What follows belongs to an exercise in optimizing a design on an open flow for small area, a short achievable clock period and few clock cycles; a production flow would make more cautious choices. No functional check of the RTL was part of any run shown here. Power and IR drop assume default switching activity.

==> design.v <==
package ngp_pkg;
  localparam logic [7:0] CHAR_SPACE = 8'h20;
  localparam logic [7:0] CHAR_NL    = 8'h0A;
  localparam logic [7:0] CHAR_POINT = 8'h2E;
  localparam logic [7:0] SEP_RESET  = 8'd44;
  localparam logic [29:0] LAT_MAX = 30'd900000000;
  localparam logic [30:0] LON_MAX = 31'd1800000000;
endpackage
module ngp_btab (
  input  logic [1:0] r,
  input  logic [3:0] t,
  output logic [3:0] b
);
  always_comb begin
    case ({r, t})
      6'd0: b = 4'd0;
      6'd1: b = 4'd1;
      6'd2: b = 4'd3;
      6'd3: b = 4'd5;
      6'd4: b = 4'd6;
      6'd5: b = 4'd8;
      6'd6: b = 4'd0;
      6'd7: b = 4'd1;
      6'd8: b = 4'd3;
      6'd9: b = 4'd5;
      6'd16: b = 4'd3;
      6'd17: b = 4'd5;
      6'd18: b = 4'd6;
      6'd19: b = 4'd8;
      6'd20: b = 4'd0;
      6'd21: b = 4'd1;
      6'd22: b = 4'd3;
      6'd23: b = 4'd5;
      6'd24: b = 4'd6;
      6'd25: b = 4'd8;
      6'd32: b = 4'd6;
      6'd33: b = 4'd8;
      6'd34: b = 4'd0;
      6'd35: b = 4'd1;
      6'd36: b = 4'd3;
      6'd37: b = 4'd5;
      6'd38: b = 4'd6;
      6'd39: b = 4'd8;
      6'd40: b = 4'd0;
      6'd41: b = 4'd1;
      default: b = 4'd0;
    endcase
  end
endmodule
module ngp_atab (
  input  logic [1:0] r,
  input  logic [3:0] t,
  output logic [1:0] a
);
  always_comb begin
    case (r)
      2'd0:    a = {1'b0, t >= 4'd6};
      2'd1:    a = {1'b0, t >= 4'd4};
      default: a = (t >= 4'd8) ? 2'd2 : {1'b0, t >= 4'd2};
    endcase
  end
endmodule
module ngp_rem (
  input  logic [1:0] r,
  input  logic [3:0] t,
  output logic [1:0] rn
);
  always_comb begin
    case ({r, t})
      6'd0: rn = 2'd0;
      6'd1: rn = 2'd2;
      6'd2: rn = 2'd1;
      6'd3: rn = 2'd0;
      6'd4: rn = 2'd2;
      6'd5: rn = 2'd1;
      6'd6: rn = 2'd0;
      6'd7: rn = 2'd2;
      6'd8: rn = 2'd1;
      6'd9: rn = 2'd0;
      6'd16: rn = 2'd1;
      6'd17: rn = 2'd0;
      6'd18: rn = 2'd2;
      6'd19: rn = 2'd1;
      6'd20: rn = 2'd0;
      6'd21: rn = 2'd2;
      6'd22: rn = 2'd1;
      6'd23: rn = 2'd0;
      6'd24: rn = 2'd2;
      6'd25: rn = 2'd1;
      6'd32: rn = 2'd2;
      6'd33: rn = 2'd1;
      6'd34: rn = 2'd0;
      6'd35: rn = 2'd2;
      6'd36: rn = 2'd1;
      6'd37: rn = 2'd0;
      6'd38: rn = 2'd2;
      6'd39: rn = 2'd1;
      6'd40: rn = 2'd0;
      6'd41: rn = 2'd2;
      default: rn = 2'd0;
    endcase
  end
endmodule
module ngp_enc (
  input  logic [3:0] b,
  input  logic [1:0] a,
  output logic [4:0] xyz
);
  always_comb begin
    if (b <= 4'd7) xyz = {b[2:0], a != 2'd0, a == 2'd2};
    else           xyz = {3'd7, 1'b1, (b == 4'd9) || (a != 2'd0)};
  end
endmodule
import ngp_pkg::*;
module nmea_gga_position_parser (
  input  logic        clk_i,
  input  logic        rst_ni,
  input  logic        in_valid_i,
  output logic        in_stall_o,
  input  logic [7:0]  rx_byte_i,
  output logic        out_valid_o,
  input  logic        out_stall_i,
  output logic [29:0] lat_e7_o,
  output logic [30:0] lon_e7_o,
  output logic        lat_ok_o,
  output logic        lon_ok_o,
  input  logic        cfg_valid_i,
  output logic        cfg_ready_o,
  input  logic [7:0]  cfg_field_separator_i
);
  logic [7:0]  sep_q;
  logic        stall_q, stall_d;
  logic        vld_q;
  logic [3:0]  byte_q;            
  logic [2:0]  pos_q, pos_d;      
  logic        hdr_q, hdr_d;
  logic        body_q, col2_q;     
  logic [2:0]  fld_q, fld_d;      
  logic        pt_q, pt_d;
  logic        dig_q, dig_d;
  logic        bad_q, bad_d;
  logic [3:0]  t_q, t_d;
  logic [3:0]  u_q, u_d;
  logic [2:0]  n_q, n_d;          
  logic [1:0]  r_q, r_d;
  logic [1:0]  r1_q;             
  logic        big_q, big_d;
  logic [2:0]  ix_q;              
  logic        iy_q, iz_q;
  logic        pad_q, pad_d;
  logic        ptgt_q, ptgt_d;
  logic [29:0] lat_q, lat_d;
  logic [30:0] lon_q, lon_d;
  logic        latok_q, latok_d;
  logic        lonok_q, lonok_d;
  logic        emit_q, emit_d;
  logic        ov_q, ov_d;
  assign cfg_ready_o = 1'b1;
  always_ff @(posedge clk_i or negedge rst_ni) begin
    if (!rst_ni) begin
      sep_q <= SEP_RESET;
    end else if (cfg_valid_i) begin
      sep_q <= cfg_field_separator_i;
    end
  end
  logic take;
  assign take = in_valid_i && !stall_q;
  logic c_nl_q, c_sep_q, c_pt_q, c_dig_q, c_g_q, c_p_q, c_a_q;
  always_ff @(posedge clk_i or negedge rst_ni) begin
    if (!rst_ni) begin
      vld_q <= 1'b0;
    end else begin
      vld_q <= take && (rx_byte_i != CHAR_SPACE);
    end
  end
  always_ff @(posedge clk_i) begin
    byte_q  <= rx_byte_i[3:0];
    c_g_q   <= rx_byte_i == 8'h47;
    c_p_q   <= rx_byte_i == 8'h50;
    c_a_q   <= rx_byte_i == 8'h41;
    c_nl_q  <= rx_byte_i == CHAR_NL;
    c_sep_q <= rx_byte_i == sep_q;
    c_pt_q  <= rx_byte_i == CHAR_POINT;
    c_dig_q <= (rx_byte_i[7:4] == 4'h3) && (rx_byte_i[3:0] <= 4'd9);
  end
  logic       ch, is_nl, is_sep, is_pt, is_dig;
  logic [3:0] dgt;
  assign ch     = vld_q;
  assign is_nl  = c_nl_q;
  assign is_sep = c_sep_q;
  assign is_pt  = c_pt_q;
  assign is_dig = c_dig_q;
  assign dgt    = byte_q[3:0];
  logic body, tfld, ftgt;
  logic ev_nl, ev_c, ev_sep, ev_fc, ev_close, ev_clr;
  logic ok_close, match, emit_now;
  assign body  = body_q;
  assign tfld  = fld_q[0];   
  assign ftgt  = fld_q[1];
  assign ev_nl    = ch && is_nl;
  assign ev_c     = ch && !is_nl;
  assign ev_sep   = ev_c && body && is_sep;
  assign ev_fc    = ev_c && body && !is_sep && tfld;
  assign ev_close = ((ev_c && is_sep) || ev_nl) && body && tfld;
  assign ev_clr   = ev_c && col2_q;
  assign ok_close = dig_q && pt_q && !bad_q;
  assign match    = hdr_q && (pos_q >= 3'd6);
  assign emit_now = ev_nl && match;
  logic [30:0] hsum;
  logic [7:0]  pinc;
  logic        int_dig, frac_dig, pt_step, big_det, close_step, hwr, lat_last;
  assign hsum = {lon_q[27:0], ix_q} + {lon_q[29:0], iy_q} + 31'(iz_q);
  assign pinc = lon_q[7:0] + 8'(t_q >= 4'd6);
  assign int_dig    = ev_fc && is_dig && !pt_q && !big_q;
  assign frac_dig   = ev_fc && is_dig && pt_q && !big_q && (n_q <= 3'd4);
  assign pt_step    = ev_fc && is_pt && !pt_q && !big_q;
  assign big_det    = !pad_q &&
                      ((int_dig && (ftgt ? (lon_q[7:0] >= 8'd18) : (lon_q[7:0] >= 8'd9))) ||
                       (pt_step && (t_q >= 4'd6) &&
                        (ftgt ? (lon_q[7:0] == 8'd179) : (lon_q[7:0] == 8'd89))));
  assign close_step = ev_close && ok_close && !big_q;
  assign hwr        = (int_dig && !big_det) || frac_dig || close_step || pad_q;
  assign lat_last   = pad_q && (n_q == 3'd6) && !ptgt_q;
  logic go;
  logic hdr_ch;
  always_comb begin
    case (pos_q)
      3'd2:    hdr_ch = c_p_q;   
      3'd5:    hdr_ch = c_a_q;   
      default: hdr_ch = c_g_q;   
    endcase
  end
  always_comb begin
    pos_d   = pos_q;
    hdr_d   = hdr_q;
    fld_d   = fld_q;
    pt_d    = pt_q;
    dig_d   = dig_q;
    bad_d   = bad_q;
    t_d     = t_q;
    u_d     = u_q;
    n_d     = n_q;
    r_d     = r_q;
    big_d   = big_q;
    pad_d   = pad_q;
    ptgt_d  = ptgt_q;
    lat_d   = lat_q;
    lon_d   = lon_q;
    latok_d = latok_q;
    lonok_d = lonok_q;
    if (pad_q) begin
      n_d = n_q + 3'd1;
      r_d = r1_q;
      t_d = u_q;
      u_d = '0;
      if (n_q == 3'd6) begin
        pad_d = 1'b0;
        n_d   = '0;
        r_d   = '0;
      end
    end
    if (ev_nl) begin
      pos_d = '0;
      hdr_d = 1'b1;
      fld_d = '0;
    end
    if (ev_c) begin
      if (pos_q != 3'd7) pos_d = pos_q + 3'd1;
      if ((pos_q >= 3'd1) && (pos_q <= 3'd5) && !hdr_ch) hdr_d = 1'b0;
    end
    if (ev_fc) begin
      if (is_pt) begin
        bad_d = bad_q || pt_q;
        pt_d  = 1'b1;
        if (big_det) big_d = 1'b1;
      end else if (is_dig) begin
        dig_d = 1'b1;
        if (!pt_q) begin
          t_d = u_q;
          u_d = dgt;
          if (big_det) big_d = 1'b1;
        end else if (frac_dig) begin
          n_d = n_q + 3'd1;
          r_d = r1_q;
          t_d = u_q;
          u_d = dgt;
        end
      end else begin
        bad_d = 1'b1;
      end
    end
    if (ev_close) begin
      if (close_step) begin
        n_d    = n_q + 3'd1;
        r_d    = r1_q;
        t_d    = u_q;
        u_d    = '0;
        pad_d  = 1'b1;
        ptgt_d = ftgt;
      end else begin
        n_d   = '0;
        r_d   = '0;
        big_d = 1'b0;
      end
      if (ftgt) lonok_d = ok_close;
      else      latok_d = ok_close;
    end
    if (ev_sep) begin
      if (fld_q != 3'd4) fld_d = fld_q + 3'd1;
      pt_d  = 1'b0;
      dig_d = 1'b0;
      bad_d = 1'b0;
      if (!close_step && !pad_q) begin
        t_d = '0;
        u_d = '0;
      end
    end
    if (hwr) lon_d = hsum;
    if (pt_step && !big_det) lon_d = 31'(pinc);
    if (ev_close && !close_step) begin
      if (ftgt) begin
        lon_d = ok_close ? LON_MAX : 31'd0;
      end else begin
        lat_d = ok_close ? LAT_MAX : 30'd0;
        lon_d = '0;
      end
    end
    if (lat_last) begin
      lat_d = hsum[29:0];
      lon_d = '0;
    end
    if (ev_clr) begin
      lat_d   = '0;
      lon_d   = '0;
      latok_d = 1'b0;
      lonok_d = 1'b0;
      pad_d   = 1'b0;
      t_d     = '0;
      u_d     = '0;
      n_d     = '0;
      r_d     = '0;
      big_d   = 1'b0;
    end
  end
  logic [1:0] r2, rp, a_dig, a_pt, r1_d;
  logic [3:0] bu, bp;
  logic [4:0] x_plain, x_dig, x_zero, x_pt, inj_d;
  ngp_rem  u_rem_u   (.r(r1_q),  .t(u_q),   .rn(r2));
  ngp_btab u_b_u     (.r(r1_q),  .t(u_q),   .b(bu));
  ngp_atab u_a_dig   (.r(r2),    .t(dgt),   .a(a_dig));
  ngp_rem  u_rem_pt  (.r(2'd0),  .t(t_q),   .rn(rp));
  ngp_btab u_b_pt    (.r(2'd0),  .t(t_q),   .b(bp));
  ngp_atab u_a_pt    (.r(rp),    .t(u_q),   .a(a_pt));
  ngp_enc  u_e_plain (.b(t_d),   .a(2'd0),  .xyz(x_plain));
  ngp_enc  u_e_dig   (.b(bu),    .a(a_dig), .xyz(x_dig));
  ngp_enc  u_e_zero  (.b(bu),    .a(2'd0),  .xyz(x_zero));
  ngp_enc  u_e_pt    (.b(bp),    .a(a_pt),  .xyz(x_pt));
  ngp_rem  u_rem_d   (.r(r_d),   .t(t_d),   .rn(r1_d));
  always_comb begin
    if (!(pt_d || pad_d)) begin
      inj_d = x_plain;
    end else if (ev_clr || (pad_q && (n_q == 3'd6))) begin
      inj_d = '0;
    end else if (frac_dig) begin
      inj_d = x_dig;
    end else if (close_step || pad_q) begin
      inj_d = x_zero;
    end else if (pt_step) begin
      inj_d = x_pt;
    end else begin
      inj_d = {ix_q, iy_q, iz_q};
    end
  end
  assign go     = (emit_now || emit_q) && !pad_q && !close_step;
  assign ov_d   = (ov_q && out_stall_i) || go;
  assign emit_d = (emit_now || emit_q) && !go;
  logic next_sep;
  assign next_sep = take && (rx_byte_i == sep_q) && (rx_byte_i != CHAR_SPACE);
  assign stall_d  = ((ov_d || emit_d) && (pos_d != 3'd0)) ||
                    (pad_d && (n_d <= 3'd4) && ((fld_d == 3'd3) || ((fld_d == 3'd2) && next_sep)));
  always_ff @(posedge clk_i or negedge rst_ni) begin
    if (!rst_ni) begin
      stall_q <= 1'b0;
      pos_q   <= '0;
      body_q  <= 1'b0;
      col2_q  <= 1'b0;
      hdr_q   <= 1'b1;
      fld_q   <= '0;
      pad_q   <= 1'b0;
      emit_q  <= 1'b0;
      ov_q    <= 1'b0;
    end else begin
      stall_q <= stall_d;
      pos_q   <= pos_d;
      body_q  <= pos_d == 3'd7;
      col2_q  <= pos_d == 3'd2;
      hdr_q   <= hdr_d;
      fld_q   <= fld_d;
      pad_q   <= pad_d;
      emit_q  <= emit_d;
      ov_q    <= ov_d;
    end
  end
  always_ff @(posedge clk_i) begin
    pt_q    <= pt_d;
    dig_q   <= dig_d;
    bad_q   <= bad_d;
    t_q     <= t_d;
    u_q     <= u_d;
    n_q     <= n_d;
    r_q     <= r_d;
    r1_q    <= r1_d;
    big_q   <= big_d;
    {ix_q, iy_q, iz_q} <= inj_d;
    ptgt_q  <= ptgt_d;
    lat_q   <= lat_d;
    lon_q   <= lon_d;
    latok_q <= latok_d;
    lonok_q <= lonok_d;
  end
  assign in_stall_o  = stall_q;
  assign out_valid_o = ov_q;
  assign lat_e7_o    = lat_q;
  assign lon_e7_o    = lon_q;
  assign lat_ok_o    = latok_q;
  assign lon_ok_o    = lonok_q;
endmodule
==> flow/run.sh <==
#!/bin/bash
# Standard layout, but the port buffers are buf_2 cells instead of the
# default pick, which is a slow delay buffer.
set -euo pipefail
export BUFFER_PORTS_ARGS="-buffer_cell sky130_fd_sc_hd__buf_2"
bash standard.sh > standard.log 2>&1
==> standard.sh <==
#!/bin/bash
# synth_recipe.tcl (not shown) runs the flow's synth.tcl, then flattens the netlist and writes it again
# the make line also repeats each setting of config.mk as NAME=value (left out here)
make -C /OpenROAD-flow-scripts/flow DESIGN_CONFIG=/design/flow/config.mk WORK_HOME=/design/flow/orfs CLKGATE_MAP_FILE= SYNTH_SCRIPT=/design/flow/synth_recipe.tcl "${@:-finish}"
==> config.mk <==
export PLATFORM = sky130hd
export DESIGN_NAME = nmea_gga_position_parser
export DESIGN_NICKNAME = nmea_gga_position_parser
export VERILOG_FILES = /design/flow/design.v
export SDC_FILE = /design/flow/constraint.sdc
export NUM_CORES = 4
export LEC_CHECK = 0
export ABC_AREA = 1
export CAP_MARGIN = 20
export CORE_MARGIN = 2
export CORE_UTILIZATION = 55
export SETUP_SLACK_MARGIN = 5
export SLEW_MARGIN = 20
==> constraint.sdc <==
create_clock -name core_clock -period 7.5 [get_ports {clk_i}]
set_input_delay 1.5000 -clock core_clock [delete_from_list [all_inputs] [get_ports {clk_i}]]
set_output_delay 1.5000 -clock core_clock [all_outputs]
set_load 0.01 [all_outputs]
==> results.cfg, run 1 <==
[outcome]
outcome = no timing/DRC/antenna violations

[clocking]
hold_buffers = 0
clockBufferDepth = 2
clock_sinks = 127
cts-root-buf = clkbuf_16
clk_latency_ns = 0.42
clk_pin_slew_worst_paths_ns = 0.06
cts_buffers = 17
cts_tree = done
htreeDepth = 4

[floorplan]
die_w_um = 128
core_um2 = 15100
start_util_pct = 56.1
pin_count = 87
die-area_um2 = 16400
rows = 45
fp.dieH_um = 128

[critical_path]
r2r_slack_ns = 5.06
r2r_start = ix_q[2]
startpoint_type = flop
crit_slowest_cell = dfxtp_2
reg2reg_depth = 14
path_delay_family = flip-flops
worst_ep_required_time_ns = 6.00
crit_type = reg2out
crit_path_end_kind = output pin
worstSetupStartpoint = lon_q[22]
r2r_end = lon_q[25]
cp.depth = 1
worstPathArrival_ns = 0.97
crit_end = lon_e7_o[22]
crit_fanout = 4
path_cells = buf_2
worst-path-buf-inv = 1
slowest_delay_ns = 0.40

[synth]
synth_top_family_by_area = simple AND/OR/NAND/NOR gates
synth_top_flop_cell = dfxtp_1
synthAdderAreaFrac_pct = 7.87
async_flop_share_pct = 17.3
synth_xor_xnor_area_share_pct = 3.93
synthesis.nets = 1320
ys_warn_count = 5
syn_area_um2 = 8460
synth-edff-count = 6
yosys.area_share.simple_pct = 31.8
seq_area_frac_synth_pct = 32.1
yosys_register_bits = 127
synthCells = 1247
muxShareOfSynthArea_pct = 0.651
synthDistinctLibCells = 52
syn_avg_cell_area_um2 = 6.79
synth_compound_area_share_pct = 15.2

[routing]
ant_nets = 0
vias_per_cell = 5.69
num_vias = 8847
drt_first_pass_iters = 5
routed_wl_um = 25800
first_iter_violations = 608
routedWlPerCell_um = 16.6
drc = 0

[layout]
drive_gt1_share_pct = 22.4
area_growth_syn_to_layout_pct = 21.6
final_nets = 1428
multi_input_area_um2 = 5370
antenna_cells = 0
final_common_cell = nand2_1
layout_common_cells = 286 x nand2_1, 131 x inv_1, 118 x nor2_1
seq_area_um2 = 2790
num-fill-cells = 1362

[global_route]
grt_use_total_pct = 31.6
gr-total-overflow = 0
antenna_found_initial = 0
grt_pass1_vias = 8285
grt_max_degree = 31
grt_pass1_wl_um = 41000

[placement]
routabilityCongestion = 0.936
place.port_buffers = 85
dp_slack_ns = 4.20
hpwl_um = 19100

[sta]
post-route-period-util_pct = 33.0
maxSlewViolCount = 0
slew-limit-headroom_pct = 66.0
hold_slack_ns = 0.460
timing.fmax_mhz = 404
setup_violations = 0
setup_ws_ns = 5.03
finalSetupTns_ns = 0
period_minus_slack_ns = 2.47
rsz0062_at_grt = yes
tightest_slew_ns = 0.508
skew_ns = 0.00880
hold_viol_final = 0

[power]
p_per_area_nw_per_um2 = 189
finalPower_mw = 1.94
power_leakage_nw = 5.03
max-vdd-ir-drop_uv = 142

[worst_hold_path]
hold_class = reg2reg

[job]
maxCapViolations = 0
[power breakdown]
part           switching [mW]  internal, mW
Sequential             0.0429         0.722
Combinational           0.228         0.123
Clock                   0.311         0.519
Total                   0.582          1.36
[flip-flops by register name (all words and copies together), names as in the netlist, 3 cells and up]
signal,count
pos_q,3
lon_q,31
n_q,3
u_e_pt.b,4
u_q,4
byte_q,4
t_q,4
ix_q,3
lat_q,30
sep_q,8
fld_q,3
[repair_timing]
action | 4_1_cts | 5_1_grt
setup endpoints to repair | 93 | 74
pin swaps | 7 | 24
gates cloned | 2 | 1
resized for setup | 69 | 71
setup buffers | 18 | 15
[metal layers]
metal / wire length (um) / GRT usage, %
met3: 1410 / 5.26
met1: 10800 / 38.5
met4: 996 / 15.1
met5: 0 / 0
met2: 12500 / 54.5
[cells by family (layout without fill, tap and decap cells)]
family,after synthesis,count (layout)
AOI/OAI and AO/OA,222,222
muxes,5,5
and+or+nand+nor,623,625
DFF,127,127
buffers and inverters,179,298
xor gates and xnor gates,38,38
other,1,1
adders and majority gates,52,52
[worst min-delay path by stage]
stage,end,cells past startpoint,startpoint,slack [ns]
after detailed placement,lat_q[5],2,lat_q[5],0.45
after CTS,lat_q[16],2,lat_q[16],0.46
after global routing,vld_q,1,stall_q,0.47
after global placement,lat_q[3],2,lat_q[3],0.45
final,lat_q[5],2,lat_q[5],0.46
after floorplan,dig_q,2,dig_q,0.43
[per-stage QoR]
step           util [%]  std cells  cell area (um^2)
2_1_floorplan         -       1247              8460
3_3_place_gp       59.6       1488              8990
3_5_place_dp       59.6       1488              8990
4_1_cts            65.7       1540              9920
5_1_grt            68.2       1556             10300
6_report           68.2       1556             10300
[cells in the mapped netlist (all sizes together), types with 2 or more instances]
cell | instances | area share (%)
a32oi | 3 | 0.31
ha | 50 | 7.4
nand3 | 103 | 6.2
a31oi | 10 | 0.74
nor4 | 4 | 0.30
mux2 | 4 | 0.53
dfxtp | 99 | 23
nor2 | 131 | 5.9
o21ai | 62 | 3.7
a21boi | 3 | 0.27
nand4 | 36 | 2.7
clkbuf | 22 | 0.98
xor2 | 20 | 2.1
nand2 | 313 | 14
o21a | 7 | 0.62
edfxtp | 6 | 2.1
a21o | 7 | 0.62
o211ai | 9 | 0.80
clkinv | 2 | 0.15
nand3b | 2 | 0.18
a21oi | 101 | 6.4
xnor2 | 18 | 1.9
o21bai | 4 | 0.35
fa | 2 | 0.47
o221ai | 3 | 0.31
nor3 | 24 | 1.6
buf | 14 | 1.0
or2 | 8 | 0.59
a211oi | 2 | 0.18
dfstp | 4 | 1.2
inv | 141 | 6.3
o22ai | 7 | 0.52
dfrtp | 18 | 5.3
[final cells by class]
class                   instances  area share [%]
inverters                     143            5.38
repair inverters                1          0.0730
flip-flops and latches        127            27.1
well taps                     188            2.29
clock inverters                12            1.29
clock buffers                  20            4.55
multi-input cells             943            52.2
repair buffers                122            7.12
==> run 2, diff against run 1 <==
--- a/design.v
+++ b/design.v
@@ -216,6 +216,5 @@
   assign pt_step    = ev_fc && is_pt && !pt_q && !big_q;
-  assign big_det    = !pad_q &&
-                      ((int_dig && (ftgt ? (lon_q[7:0] >= 8'd18) : (lon_q[7:0] >= 8'd9))) ||
-                       (pt_step && (t_q >= 4'd6) &&
-                        (ftgt ? (lon_q[7:0] == 8'd179) : (lon_q[7:0] == 8'd89))));
+  assign big_det    = (int_dig && (ftgt ? (lon_q[7:0] >= 8'd18) : (lon_q[7:0] >= 8'd9))) ||
+                      (pt_step && (t_q >= 4'd6) &&
+                       (ftgt ? (lon_q[7:0] == 8'd179) : (lon_q[7:0] == 8'd89)));
   assign close_step = ev_close && ok_close && !big_q;
@@ -379,3 +378,3 @@
   assign stall_d  = ((ov_d || emit_d) && (pos_d != 3'd0)) ||
-                    (pad_d && (n_d <= 3'd4) && ((fld_d == 3'd3) || ((fld_d == 3'd2) && next_sep)));
+                    (pad_d && (n_d <= 3'd5) && ((fld_d == 3'd3) || ((fld_d == 3'd2) && next_sep)));
   always_ff @(posedge clk_i or negedge rst_ni) begin
==> results.cfg, run 2 <==
[critical_path]
slowest_delay_ns = 0.39
cp.depth = 1
crit_type = reg2out
startpoint_type = flop
reg2reg_depth = 12
crit_path_end_kind = output pin
path_cells = buf_2
r2r_start = ix_q[0]
r2r_end = lat_q[22]
crit_slowest_cell = dfxtp_1
path_delay_family = flip-flops
r2r_slack_ns = 5.07
worst_ep_required_time_ns = 6.00
worst-path-buf-inv = 1
crit_fanout = 3
worstPathArrival_ns = 0.97
worstSetupStartpoint = lon_q[28]
crit_end = lon_e7_o[28]

[synth]
synthCells = 1238
syn_avg_cell_area_um2 = 6.77
synth_top_flop_cell = dfxtp_1
yosys_register_bits = 127
async_flop_share_pct = 17.3
yosysTopAreaCell = dfxtp_1
ys_top_cells_by_area = dfxtp_1 24%, nand2_1 13%, ha_1 7.5%, inv_1 7.1%, a21oi_1 6.0%
synthesis.nets = 1311
synth_most_common_cell = nand2_1
ys_warn_count = 5
synth_top_area_share_pct = 23.6
syn_area_um2 = 8390
synth-edff-count = 6
synth_common_cells = 281 x nand2_1, 159 x inv_1, 113 x nor2_1
seq_area_frac_synth_pct = 32.4
synthDistinctLibCells = 52

[clocking]
cts_buffers = 17
clockBufferDepth = 2
cts-root-buf = clkbuf_16
hold_buffers = 0
clk_pin_slew_worst_paths_ns = 0.06
cts_tree = done
clk_latency_ns = 0.43
htreeDepth = 4
clock_sinks = 127

[layout]
num-fill-cells = 1395
largest_reg_flops = 31
fin_cells = 1547
final_common_cell = nand2_1
regMostFlops = lon_q
layout_common_cells = 274 x nand2_1, 152 x inv_1, 106 x nor2_1
final_nets = 1419
top_regs = lon_q x31, lat_q x30, sep_q x8
area_growth_syn_to_layout_pct = 19.9
drive_gt1_share_pct = 20.8
antenna_cells = 0

[sta]
maxSlewViolCount = 0
period_minus_slack_ns = 2.47
post-route-period-util_pct = 33.0
rsz0062_at_grt = yes
slew-limit-headroom_pct = 62.6
hold_viol_final = 0
setup_violations = 0
tightest_slew_ns = 0.559
finalSetupTns_ns = 0
timing.fmax_mhz = 404
skew_ns = 0.0116
setup_ws_ns = 5.03

[global_route]
grt_pass1_vias = 7992
grt_max_degree = 30
grt_pass1_wl_um = 39800
antenna_found_initial = 1
gr-total-overflow = 0
grt_use_total_pct = 30.8

[placement]
dp_cells = 1483
place.port_buffers = 85
dp_slack_ns = 4.40
hpwl_um = 18900
routabilityCongestion = 0.936

[routing]
ant_nets = 0
vias_per_cell = 5.59
routed_wl_um = 25200
routedWlPerCell_um = 16.3
num_vias = 8655
drt_first_pass_iters = 5
first_iter_violations = 721
drc = 0

[worst_hold_path]
hold_path.startpoint = lat_q[12]
hold_class = reg2reg

[power]
power_leakage_nw = 4.80
max-vdd-ir-drop_uv = 151
seqPwrFrac_pct = 37.9
p_per_area_nw_per_um2 = 210
pwr-share-clk_pct = 38.8
power_switching_uw = 712
internal_power_mw = 1.40
pwr-share-comb_pct = 23.3
switching_share_pct = 33.8

[outcome]
outcome = no timing/DRC/antenna violations

[floorplan]
core_um2 = 15000
fp.dieH_um = 127
die_w_um = 127
rows = 45
pin_count = 87
start_util_pct = 55.8
die-area_um2 = 16300

[job]
maxCapViolations = 0
run 2: cell count changes after synthesis, sizes merged, moves of 7 or more:
| cell | delta |
|---|---|
| clkbuf | -7 |
| inv | +25 |
| nand2 | -25 |
| nand3 | -15 |
| nor2 | -11 |
| o21ai | +43 |
| xnor2 | -7 |
run 2: cells by family (layout without fill, tap and decap cells):
group / Yosys count / after routing / synth area share, %
AO/OA/AOI/OAI: 247 / 247 / 15.9
flip-flops: 127 / 127 / 32.4
adder cells (fa/ha/maj): 52 / 52 / 7.94
other: 1 / 1 / 0.0447
XOR/XNOR: 33 / 33 / 3.45
AND/OR/NAND/NOR: 579 / 581 / 30.9
buffers and inverters: 199 / 318 / 9.38
run 2: power groups by stage:
| stage | clock network [mW] | registers (mW) | logic, mW |
|---|---|---|---|
| final | 0.819 | 0.798 | 0.491 |
| after global routing | 0.860 | 0.805 | 0.556 |
| after CTS | 0.832 | 0.794 | 0.478 |
| after detailed placement | 0 | 0.808 | 0.464 |
| after global placement | 0 | 0.807 | 0.463 |
| after floorplan | 0 | 0.794 | 0.337 |
run 2: layout make-up:
cell class / count / area [um^2] / share of cell area, %
clock buffer: 18 / 429 / 4.27
timing repair inverter: 1 / 7.51 / 0.0746
tap: 188 / 235 / 2.34
timing repair buffer: 117 / 666 / 6.62
inverter: 168 / 638 / 6.34
clock inverter: 14 / 155 / 1.54
sequential: 127 / 2780 / 27.7
multi-input combinational: 914 / 5140 / 51.1
run 2: timing repair:
| action | CTS | global route |
|---|---|---|
| hold endpoints to repair | 0 | 0 |
| cloned | 2 | 1 |
| resized for setup | 57 | 59 |
| setup endpoints to repair | 73 | 62 |
| buffers inserted | 11 | 18 |
| pin swaps | 3 | 13 |
run 2: worst min path at each step:
stage / cells after the start / to
after floorplan: 2 / bad_q
after global placement: 2 / lat_q[0]
after detailed placement: 2 / lat_q[12]
after CTS: 2 / lat_q[12]
after global routing: 2 / lat_q[12]
final: 2 / lat_q[12]
run 2: metal layers:
metal | vias up | track usage [%] | wire [um]
li1 | 4339 | - | -
met1 | 4016 | 39.3 | 10800
met2 | 242 | 52.8 | 12500
met3 | 56 | 4.44 | 1210
met4 | 2 | 12.0 | 715
met5 | - | 0 | 13
run 2: worst reg2reg max path: cells and delay by family, from the launching register on:
kind | cells | cell delay (ns)
adder cells (fa/ha/maj) | 2 | 0.64
flip-flops | 1 | 0.41
AND/OR/NAND/NOR | 5 | 0.53
buffers and inverters | 2 | 0.14
AO/OA/AOI/OAI | 2 | 0.41
XOR/XNOR | 1 | 0.22
run 2: stage by stage:
step / power (mW) / hold WS, ns / utilization, % / area (um^2)
finish: 2.11 / 0.460 / 66.9 / 10100
global route: 2.22 / 0.479 / 66.9 / 10100
CTS: 2.10 / 0.463 / 64.8 / 9740
detailed placement: 1.27 / 0.454 / 59.3 / 8920
global placement: 1.27 / 0.447 / 59.3 / 8920
floorplan: 1.13 / 0.452 / - / 8390

-- separate check: timing with driven ports --
Ports are ideal in the flow. The routed layouts listed here were re-timed in OpenROAD.
Step 1 (the two cells are an assumption about what drives the block):
set clk [get_ports {clk_i}]
set_driving_cell -lib_cell sky130_fd_sc_hd__clkbuf_16 $clk
set_driving_cell -lib_cell sky130_fd_sc_hd__buf_2 [delete_from_list [all_inputs] $clk]
Step 2 also shifts input and output timing later by t, the mid clock arrival at the registers, as if the neighbouring blocks saw the same clock.
Slacks: ideal ports / drivers / drivers and shift; pairs: ideal ports / drivers.
run	shift t [ns]	setup WS [ns]	worst hold slack (ns)	latest minus earliest clock arrival (ns)	worst data-port slew with drivers (ns)
run 1	0.457	5.025 / 4.982 / 4.716	0.460 / 0.460 / 0.460	0.008 / 0.008	0.03
run 2	0.467	5.026 / 4.982 / 4.665	0.460 / 0.460 / 0.460	0.011 / 0.011	0.03
After both steps every run listed still meets setup and hold. The setup slack of run 2, which loses most, moves by -0.044 ns with the drivers and by -0.361 ns with both steps.
